This is an optimization exercise on Yosys and OpenROAD, whose aim is a short achievable clock period and few clock cycles, not a production implementation. In this exercise RTL edits were held to simulation tests only and were not proved equivalent to the original.

==> inputs of 03-14 <==
==> flow/design.v <==
package dcachePkg;
  typedef logic [32-1:0] memWord;
  typedef enum logic [1:0] {
    lineInvalid,
    lineShared,
    lineModified
  } lineState;
  typedef enum logic [2:0] {
    stIdle,       
    stWriteBack,  
    stFetch,      
    stUpgrade,    
    stSnoopWb,    
    stFlushScan,  
    stFlushWb,    
    stHalted      
  } ctrlState;
endpackage
import dcachePkg::*;
module dcacheTop (
  input  logic              CLK,
  input  logic              rstN,
  input  logic              dmemRen,
  input  logic              dmemWen,
  input  logic              halt,
  input  logic              memWait,
  input  logic              ccWait,
  input  logic              ccInv,
  input  dcachePkg::memWord dmemAddr,
  input  dcachePkg::memWord dmemStore,
  input  dcachePkg::memWord memLoad,
  input  dcachePkg::memWord ccSnoopAddr,
  output dcachePkg::memWord dmemLoad,
  output dcachePkg::memWord memAddr,
  output dcachePkg::memWord memStore,
  output logic              dHit,
  output logic              memRen,
  output logic              memWen,
  output logic              ccTrans,
  output logic              ccWrite,
  output logic              ccDone,
  output logic              flushed
);
  localparam int NS = 8;
  localparam int TW = 26;
  localparam int IW = 3;
  localparam int WW = 32;
  localparam int LW = WW - 3;    
  logic [TW-1:0] tagArr [0:NS-1];
  logic [WW-1:0] w0Arr  [0:NS-1];
  logic [WW-1:0] w1Arr  [0:NS-1];
  logic [NS-1:0] vld, drt;
  logic sIdle;    
  logic sDone;    
  logic sWb0;     
  logic sWb1;
  logic sRd0;     
  logic sRd1;
  logic sUpg;     
  logic sSwb0;    
  logic sSwb1;
  logic sFbeg;    
  logic sFwb0;    
  logic sFwb1;
  logic sHalt;    
  logic [IW-1:0] fIdx;                       
  logic [IW-1:0] fFirstR, fNextR;            
  logic          anyDirtyR, anyRestR;
  logic          memRenR, memWenR, ccTransR, ccWriteR;
  logic          nDHitR, nCcDoneR, nFlushedR, nCLastR, nSLastR, nFLastR;
  logic          fwdR;                       
  logic          fwd2R;                      
  logic          doStoreR, doInvR;           
  logic [WW-1:0] memAddrR, memStoreR, nDLoadR;    
  logic [IW-1:0] cIdx, sIdx;
  logic          cW, cpuReq;
  logic [LW-1:0] cLine, sLine;
  logic [NS-1:0] cEq, sEq;
  logic          cHit, cDirty, sHit, sDirty;
  assign cIdx   = dmemAddr[3 +: IW];
  assign sIdx   = ccSnoopAddr[3 +: IW];
  assign cW     = dmemAddr[2];
  assign cLine  = dmemAddr[WW-1:3];
  assign sLine  = ccSnoopAddr[WW-1:3];
  assign cpuReq = dmemRen | dmemWen;
  always_comb
  begin
    for (int s = 0; s < NS; s++)
    begin
      cEq[s] = ({tagArr[s], IW'(s)} == cLine);
      sEq[s] = ({tagArr[s], IW'(s)} == sLine);
    end
  end
  assign cHit   = |(cEq & vld);
  assign sHit   = |(sEq & vld);
  assign cDirty = drt[cIdx];
  assign sDirty = drt[sIdx];
  logic [NS-1:0] drtRest;
  logic [IW-1:0] fFirst, fNext;
  always_comb
  begin
    drtRest = drt;
    drtRest[fIdx] = 1'b0;
    fFirst = '0;
    fNext  = '0;
    for (int s = NS - 1; s >= 0; s--)
    begin
      if (drt[s])
        fFirst = IW'(s);
      if (drtRest[s])
        fNext = IW'(s);
    end
  end
  assign memRen   = memRenR;
  assign memWen   = memWenR;
  assign ccTrans  = ccTransR;
  assign ccWrite  = ccWriteR;
  assign memAddr  = memAddrR;
  assign memStore = memStoreR;
  assign dHit     = !(nDHitR && (memWait || nCLastR));
  assign ccDone   = !(nCcDoneR && (memWait || nSLastR));
  assign flushed  = !(nFlushedR && (memWait || nFLastR));
  assign dmemLoad[WW/2-1:0]  = ~(~({(WW/2){fwdR}}  & memLoad[WW/2-1:0])  & nDLoadR[WW/2-1:0]);
  assign dmemLoad[WW-1:WW/2] = ~(~({(WW/2){fwd2R}} & memLoad[WW-1:WW/2]) & nDLoadR[WW-1:WW/2]);
  logic bDone;                      
  logic iC, iS, iH;                 
  logic cKeep, cUpg, cWb, cRd, sWb;
  logic lastDone;                   
  logic fMore, fEnd;                
  assign bDone    = !memWait;
  assign iC       = sIdle && cpuReq;
  assign iS       = sIdle && !cpuReq && ccWait;
  assign iH       = sIdle && !cpuReq && !ccWait && halt;
  assign cKeep    = cHit && (dmemRen || cDirty);    
  assign cUpg     = cHit && !dmemRen && !cDirty;    
  assign cWb      = !cHit && cDirty;
  assign cRd      = !cHit && !cDirty;
  assign sWb      = sHit && sDirty;
  assign lastDone = (sRd1 || sUpg) && bDone;
  assign fMore    = sFwb1 && bDone && anyRestR;
  assign fEnd     = sFwb1 && bDone && !anyRestR;
  logic sIdleN, sDoneN, sWb0N, sWb1N, sRd0N, sRd1N, sUpgN, sSwb0N, sSwb1N;
  logic sFbegN, sFwb0N, sFwb1N, sHaltN;
  logic dHitN, ccDoneN, flushedN, cLastN, sLastN, fLastN;
  logic memRenN, memWenN, ccTransN, ccWriteN, fwdN, fwd2N;
  logic aSet, hold;                 
  logic [WW-1:0] memAddrN, memStoreN, dLoadN;
  logic [IW-1:0] fIdxN;
  always_comb
  begin
    sIdleN = (sIdle && !cpuReq && !ccWait && !halt) || sDone ||
             ((sRd1 || sUpg || sSwb1) && bDone);
    sDoneN = (iC && cKeep) || (iS && !sWb);
    sUpgN  = (iC && cUpg) || (sUpg && !bDone);
    sWb0N  = (iC && cWb) || (sWb0 && !bDone);
    sWb1N  = (sWb0 && bDone) || (sWb1 && !bDone);
    sRd0N  = (iC && cRd) || (sWb1 && bDone) || (sRd0 && !bDone);
    sRd1N  = (sRd0 && bDone) || (sRd1 && !bDone);
    sSwb0N = (iS && sWb) || (sSwb0 && !bDone);
    sSwb1N = (sSwb0 && bDone) || (sSwb1 && !bDone);
    sFbegN = iH;
    sFwb0N = (sFbeg && anyDirtyR) || fMore || (sFwb0 && !bDone);
    sFwb1N = (sFwb0 && bDone) || (sFwb1 && !bDone);
    sHaltN = (sFbeg && !anyDirtyR) || fEnd || sHalt;
    dHitN    = iC && cKeep;
    ccDoneN  = iS && !sWb;
    flushedN = !nFlushedR || (sFbeg && !anyDirtyR) || fEnd;
    cLastN   = (!nCLastR && !lastDone) || (iC && cUpg) || (sRd0 && bDone);
    sLastN   = (!nSLastR && !(sSwb1 && bDone)) || (sSwb0 && bDone);
    fLastN   = (!nFLastR && !(sFwb1 && bDone)) || (sFwb0 && bDone && !anyRestR);
    memRenN  = (memRenR && !(sRd1 && bDone)) || (iC && cRd) || (sWb1 && bDone);
    memWenN  = (memWenR && !((sWb1 || sSwb1) && bDone) && !fEnd) ||
               (iC && cWb) || (iS && sWb) || (sFbeg && anyDirtyR);
    ccTransN = (ccTransR && !lastDone) || (iC && !cKeep);
    ccWriteN = sIdle ? (cpuReq && dmemWen) : ccWriteR;
    fwdN     = (sRd0 && bDone && dmemRen && cW) || (sRd1 && !bDone && fwdR);
    fwd2N    = (((iC && cRd) || (sWb1 && bDone)) && dmemRen && cW) ||
               ((sRd0 || (sRd1 && !bDone)) && fwd2R);
    aSet = (sWb0 || sRd0 || sSwb0 || sFwb0) && bDone;    
    hold = !(iC || iS || sFbeg || fMore || (sWb1 && bDone) || aSet ||
             (sSwb0 && bDone) || (sWb0 && bDone) || (sFwb0 && bDone));
    memAddrN = ({WW{iC && cDirty}}  & {tagArr[cIdx], cIdx, 3'b000}) |
               ({WW{iC && !cDirty}} & {cLine, 3'b000}) |
               ({WW{iS}}            & {sLine, 3'b000}) |
               ({WW{sFbeg}}         & {tagArr[fFirstR], fFirstR, 3'b000}) |
               ({WW{fMore}}         & {tagArr[fNextR], fNextR, 3'b000}) |
               ({WW{sWb1 && bDone}} & {cLine, 3'b000}) |
               ({WW{aSet}}          & (memAddrR | WW'(4))) |
               ({WW{hold}}          & memAddrR);
    memStoreN = ({WW{iC}}             & w0Arr[cIdx]) |
                ({WW{iS}}             & w0Arr[sIdx]) |
                ({WW{sFbeg}}          & w0Arr[fFirstR]) |
                ({WW{fMore}}          & w0Arr[fNextR]) |
                ({WW{sWb0 && bDone}}  & w1Arr[cIdx]) |
                ({WW{sSwb0 && bDone}} & w1Arr[sIdx]) |
                ({WW{sFwb0 && bDone}} & w1Arr[fIdx]) |
                ({WW{hold || (sWb1 && bDone) || (sRd0 && bDone)}} & memStoreR);
    dLoadN = ({WW{sIdle}}                   & (cW ? w1Arr[cIdx] : w0Arr[cIdx])) |
             ({WW{sRd0 && bDone && dmemRen && !cW}} & memLoad) |
             ({WW{!sIdle && !(sRd0 && bDone)}}      & ~nDLoadR);
    fIdxN = sFbeg ? fFirstR : (fMore ? fNextR : fIdx);
  end
  always_ff @(posedge CLK or negedge rstN)
  begin
    if (!rstN)
    begin
      sIdle     <= 1'b1;
      sDone     <= 1'b0;
      sWb0      <= 1'b0;
      sWb1      <= 1'b0;
      sRd0      <= 1'b0;
      sRd1      <= 1'b0;
      sUpg      <= 1'b0;
      sSwb0     <= 1'b0;
      sSwb1     <= 1'b0;
      sFbeg     <= 1'b0;
      sFwb0     <= 1'b0;
      sFwb1     <= 1'b0;
      sHalt     <= 1'b0;
      fIdx      <= '0;
      fFirstR   <= '0;
      fNextR    <= '0;
      anyDirtyR <= 1'b0;
      anyRestR  <= 1'b0;
      memRenR   <= 1'b0;
      memWenR   <= 1'b0;
      ccTransR  <= 1'b0;
      ccWriteR  <= 1'b0;
      nDHitR    <= 1'b1;
      nCcDoneR  <= 1'b1;
      nFlushedR <= 1'b1;
      nCLastR   <= 1'b1;
      nSLastR   <= 1'b1;
      nFLastR   <= 1'b1;
      doStoreR  <= 1'b0;
      doInvR    <= 1'b0;
    end
    else
    begin
      sIdle     <= sIdleN;
      sDone     <= sDoneN;
      sWb0      <= sWb0N;
      sWb1      <= sWb1N;
      sRd0      <= sRd0N;
      sRd1      <= sRd1N;
      sUpg      <= sUpgN;
      sSwb0     <= sSwb0N;
      sSwb1     <= sSwb1N;
      sFbeg     <= sFbegN;
      sFwb0     <= sFwb0N;
      sFwb1     <= sFwb1N;
      sHalt     <= sHaltN;
      fIdx      <= fIdxN;
      fFirstR   <= fFirst;
      fNextR    <= fNext;
      anyDirtyR <= |drt;
      anyRestR  <= |drtRest;
      memRenR   <= memRenN;
      memWenR   <= memWenN;
      ccTransR  <= ccTransN;
      ccWriteR  <= ccWriteN;
      nDHitR    <= !dHitN;
      nCcDoneR  <= !ccDoneN;
      nFlushedR <= !flushedN;
      nCLastR   <= !cLastN;
      nSLastR   <= !sLastN;
      nFLastR   <= !fLastN;
      doStoreR  <= iC && cKeep && dmemWen;
      doInvR    <= iS && !sWb && sHit && ccInv;
    end
  end
  always_ff @(posedge CLK)
  begin
    memAddrR  <= memAddrN;
    memStoreR <= memStoreN;
    nDLoadR   <= ~dLoadN;
    fwdR      <= fwdN;
    fwd2R     <= fwd2N;
  end
  always_ff @(posedge CLK or negedge rstN)
  begin
    if (!rstN)
    begin
      vld <= '0;
      drt <= '0;
    end
    else
    begin
      if (sDone && doInvR)
        vld[sIdx] <= 1'b0;                     
      if (sWb1 && bDone)
      begin
        vld[cIdx] <= 1'b0;                     
        drt[cIdx] <= 1'b0;
      end
      if (sRd1 && bDone)
      begin
        vld[cIdx] <= 1'b1;
        drt[cIdx] <= dmemWen;
      end
      if (sUpg && bDone)
        drt[cIdx] <= 1'b1;
      if (sSwb1 && bDone)
      begin
        vld[sIdx] <= !ccInv;
        drt[sIdx] <= 1'b0;
      end
      if (sFwb1 && bDone)
        drt[fIdx] <= 1'b0;                     
    end
  end
  logic wrStore;
  assign wrStore = (sDone && doStoreR) || (sUpg && bDone);
  always_ff @(posedge CLK)
  begin
    if (sRd1 && bDone)
      tagArr[cIdx] <= dmemAddr[WW-1 -: TW];
    if ((sRd0 && bDone) || (wrStore && !cW))
      w0Arr[cIdx] <= (dmemWen && !cW) ? dmemStore : memLoad;
    if ((sRd1 && bDone) || (wrStore && cW))
      w1Arr[cIdx] <= (dmemWen && cW) ? dmemStore : memLoad;
  end
endmodule
==> flow/flow/run.sh <==
#!/bin/bash
# Standard ORFS layout, with two changes to how it sizes cells: port buffers
# are real buffers (not the delay cells buffer_ports picks by default) and
# repair may swap a cell for one of another footprint.
set -euo pipefail
bash standard.sh synth > synth.log 2>&1
bash standard.sh MATCH_CELL_FOOTPRINT=0 \
  "BUFFER_PORTS_ARGS=-buffer_cell sky130_fd_sc_hd__buf_4" finish > layout.log 2>&1
==> flow/standard.sh <==
#!/bin/bash
# synth_recipe.tcl (not shown) runs the flow's synth.tcl, then flattens the netlist and writes it again
# the make line also repeats each setting of config.mk as NAME=value (left out here)
make -C /OpenROAD-flow-scripts/flow DESIGN_CONFIG=/design/flow/config.mk WORK_HOME=/design/flow/orfs CLKGATE_MAP_FILE= SYNTH_SCRIPT=/design/flow/synth_recipe.tcl "${@:-finish}"
==> flow/config.mk <==
export PLATFORM = sky130hd
export DESIGN_NAME = dcacheTop
export DESIGN_NICKNAME = dcacheTop
export VERILOG_FILES = /design/flow/design.v
export SDC_FILE = /design/flow/constraint.sdc
export NUM_CORES = 4
export LEC_CHECK = 0
export CAP_MARGIN = 20
export CORE_MARGIN = 2
export CORE_UTILIZATION = 65
export SETUP_SLACK_MARGIN = 3.5
export SLEW_MARGIN = 20
==> flow/constraint.sdc <==
create_clock -name core_clock -period 6.0 [get_ports {CLK}]
set_input_delay 1.2000 -clock core_clock [delete_from_list [all_inputs] [get_ports {CLK}]]
set_output_delay 1.2000 -clock core_clock [all_outputs]
set_load 0.01 [all_outputs]
==> inputs of 12-12, as changes to 03-14 <==
--- a/flow/config.mk
+++ b/flow/config.mk
@@ -7,6 +7,6 @@
 export LEC_CHECK = 0
 export CAP_MARGIN = 20
 export CORE_MARGIN = 2
-export CORE_UTILIZATION = 65
+export CORE_UTILIZATION = 55
 export SETUP_SLACK_MARGIN = 3.5
 export SLEW_MARGIN = 20
==> inputs of 08-01, as changes to 03-14 <==
--- a/flow/design.v
+++ b/flow/design.v
@@ -71,7 +71,7 @@
   logic          fwdR;                       
   logic          fwd2R;                      
   logic          doStoreR, doInvR;           
-  logic [WW-1:0] memAddrR, memStoreR, nDLoadR;    
+  logic [WW-1:0] memAddrR, memStoreR, dLoadR;
   logic [IW-1:0] cIdx, sIdx;
   logic          cW, cpuReq;
   logic [LW-1:0] cLine, sLine;
@@ -120,8 +120,8 @@
   assign dHit     = !(nDHitR && (memWait || nCLastR));
   assign ccDone   = !(nCcDoneR && (memWait || nSLastR));
   assign flushed  = !(nFlushedR && (memWait || nFLastR));
-  assign dmemLoad[WW/2-1:0]  = ~(~({(WW/2){fwdR}}  & memLoad[WW/2-1:0])  & nDLoadR[WW/2-1:0]);
-  assign dmemLoad[WW-1:WW/2] = ~(~({(WW/2){fwd2R}} & memLoad[WW-1:WW/2]) & nDLoadR[WW-1:WW/2]);
+  assign dmemLoad[WW/2-1:0]  = ({(WW/2){fwdR}}  & memLoad[WW/2-1:0])  | dLoadR[WW/2-1:0];
+  assign dmemLoad[WW-1:WW/2] = ({(WW/2){fwd2R}} & memLoad[WW-1:WW/2]) | dLoadR[WW-1:WW/2];
   logic bDone;                      
   logic iC, iS, iH;                 
   logic cKeep, cUpg, cWb, cRd, sWb;
@@ -197,7 +197,7 @@
                 ({WW{hold || (sWb1 && bDone) || (sRd0 && bDone)}} & memStoreR);
     dLoadN = ({WW{sIdle}}                   & (cW ? w1Arr[cIdx] : w0Arr[cIdx])) |
              ({WW{sRd0 && bDone && dmemRen && !cW}} & memLoad) |
-             ({WW{!sIdle && !(sRd0 && bDone)}}      & ~nDLoadR);
+             ({WW{!sIdle && !(sRd0 && bDone)}}      & dLoadR);
     fIdxN = sFbeg ? fFirstR : (fMore ? fNextR : fIdx);
   end
   always_ff @(posedge CLK or negedge rstN)
@@ -273,7 +273,7 @@
   begin
     memAddrR  <= memAddrN;
     memStoreR <= memStoreN;
-    nDLoadR   <= ~dLoadN;
+    dLoadR    <= dLoadN;
     fwdR      <= fwdN;
     fwd2R     <= fwd2N;
   end
--- a/flow/config.mk
+++ b/flow/config.mk
@@ -7,6 +7,6 @@
 export LEC_CHECK = 0
 export CAP_MARGIN = 20
 export CORE_MARGIN = 2
-export CORE_UTILIZATION = 65
+export CORE_UTILIZATION = 55
 export SETUP_SLACK_MARGIN = 3.5
 export SLEW_MARGIN = 20
==> qor.txt <==
Adder-cell share of the synthesized area = 0.2880%
Post-synthesis compound-gate area fraction = 10.36%
Setup bufs post-CTS = 150
Starting Density = 55.70%
Mapped cell area = 52140 µm²
Chip Height = 311.9 µm
Final GP Congestion = 1.084
Met1 usage = 60.62%
Largest net degree at the start of global routing = 54
Placed Area = 56340 µm²
DIE WIDTH = 311.9 µm
DP Worst Slack = 1.501 ns
Post-synth top area share = 41.47%
Status = no timing/DRC/antenna violations
Grt ovf = 0
# rows = 112
Synthesized instance count = 3882
Simple-Gate Fraction of Synth Area = 7.579%
Synth Area in XOR/XNOR = 7.089%
Synth top cells by count = edfxtp_1 (720), mux4_2 (427), xor2_1 (405)
Avg Cell Area, Syn = 13.43 µm²
[end of results for 12-12]
==> qor.txt <==
Status = no timing/DRC/antenna violations
Chip Height = 312.8 µm
Post-synth top area share = 41.22%
Grt ovf = 0
Placed Area = 55630 µm²
Met1 usage = 57.34%
Starting Density = 55.37%
Final GP Congestion = 1.063
# rows = 113
Synth Area in XOR/XNOR = 7.046%
Simple-Gate Fraction of Synth Area = 6.958%
Post-synthesis compound-gate area fraction = 10.96%
[end of results for 08-01]
==> qor.txt <==
DIE WIDTH = 287.2 µm
Error = [ERROR GRT-0232] Routing congestion too high. Check the congestion heatmap in the GUI.
# rows = 103
Met1 usage = 87.64%
Final GP Congestion = 1.100
Status = aborted with a tool error
Post-synth top area share = 41.47%
Avg Cell Area, Syn = 13.43 µm²
Last stage reached = 5_1_grt
Grt ovf = 659
Starting Density = 65.78%
Largest net degree at the start of global routing = 56
[end of results for 03-14]
Testbench counts of 03-14, summed over its fixed seeds: cycles 12,828.
Testbench counts of 12-12, summed over its fixed seeds: cycles 12,828.
Testbench counts of 08-01, summed over its fixed seeds: cycles 12,828.

[what the ideal ports hide]
How much do the figures lean on ideal ports? The routed layouts below were timed once more, with nothing changed but the port constraints.
Step 1, drivers: a clkbuf_16 drives CLK and a buf_2 each remaining input, both assumed.
Step 2, shift: input delay + t, output delay - t, t = (earliest + latest rising clock arrival at the registers) / 2. This alone moves slack from input paths to output paths.
a / b / c = no drivers / after step 1 / after step 2; a / b = the first two.
run | t (ns) | slack for setup (ns) | slew at the worst register clock pin (ns) | pins driven straight from the clock port
12-12 | 0.788 | 3.095 / 3.017 / 2.356 | 0.08 / 0.08 | 1
08-01 | 0.776 | 3.128 / 3.060 / 2.374 | 0.07 / 0.07 | 1
After both steps setup and hold are still met in every run listed. For 08-01, which loses most, drivers alone change the setup slack by -0.068 ns; drivers and shift together by -0.754 ns.
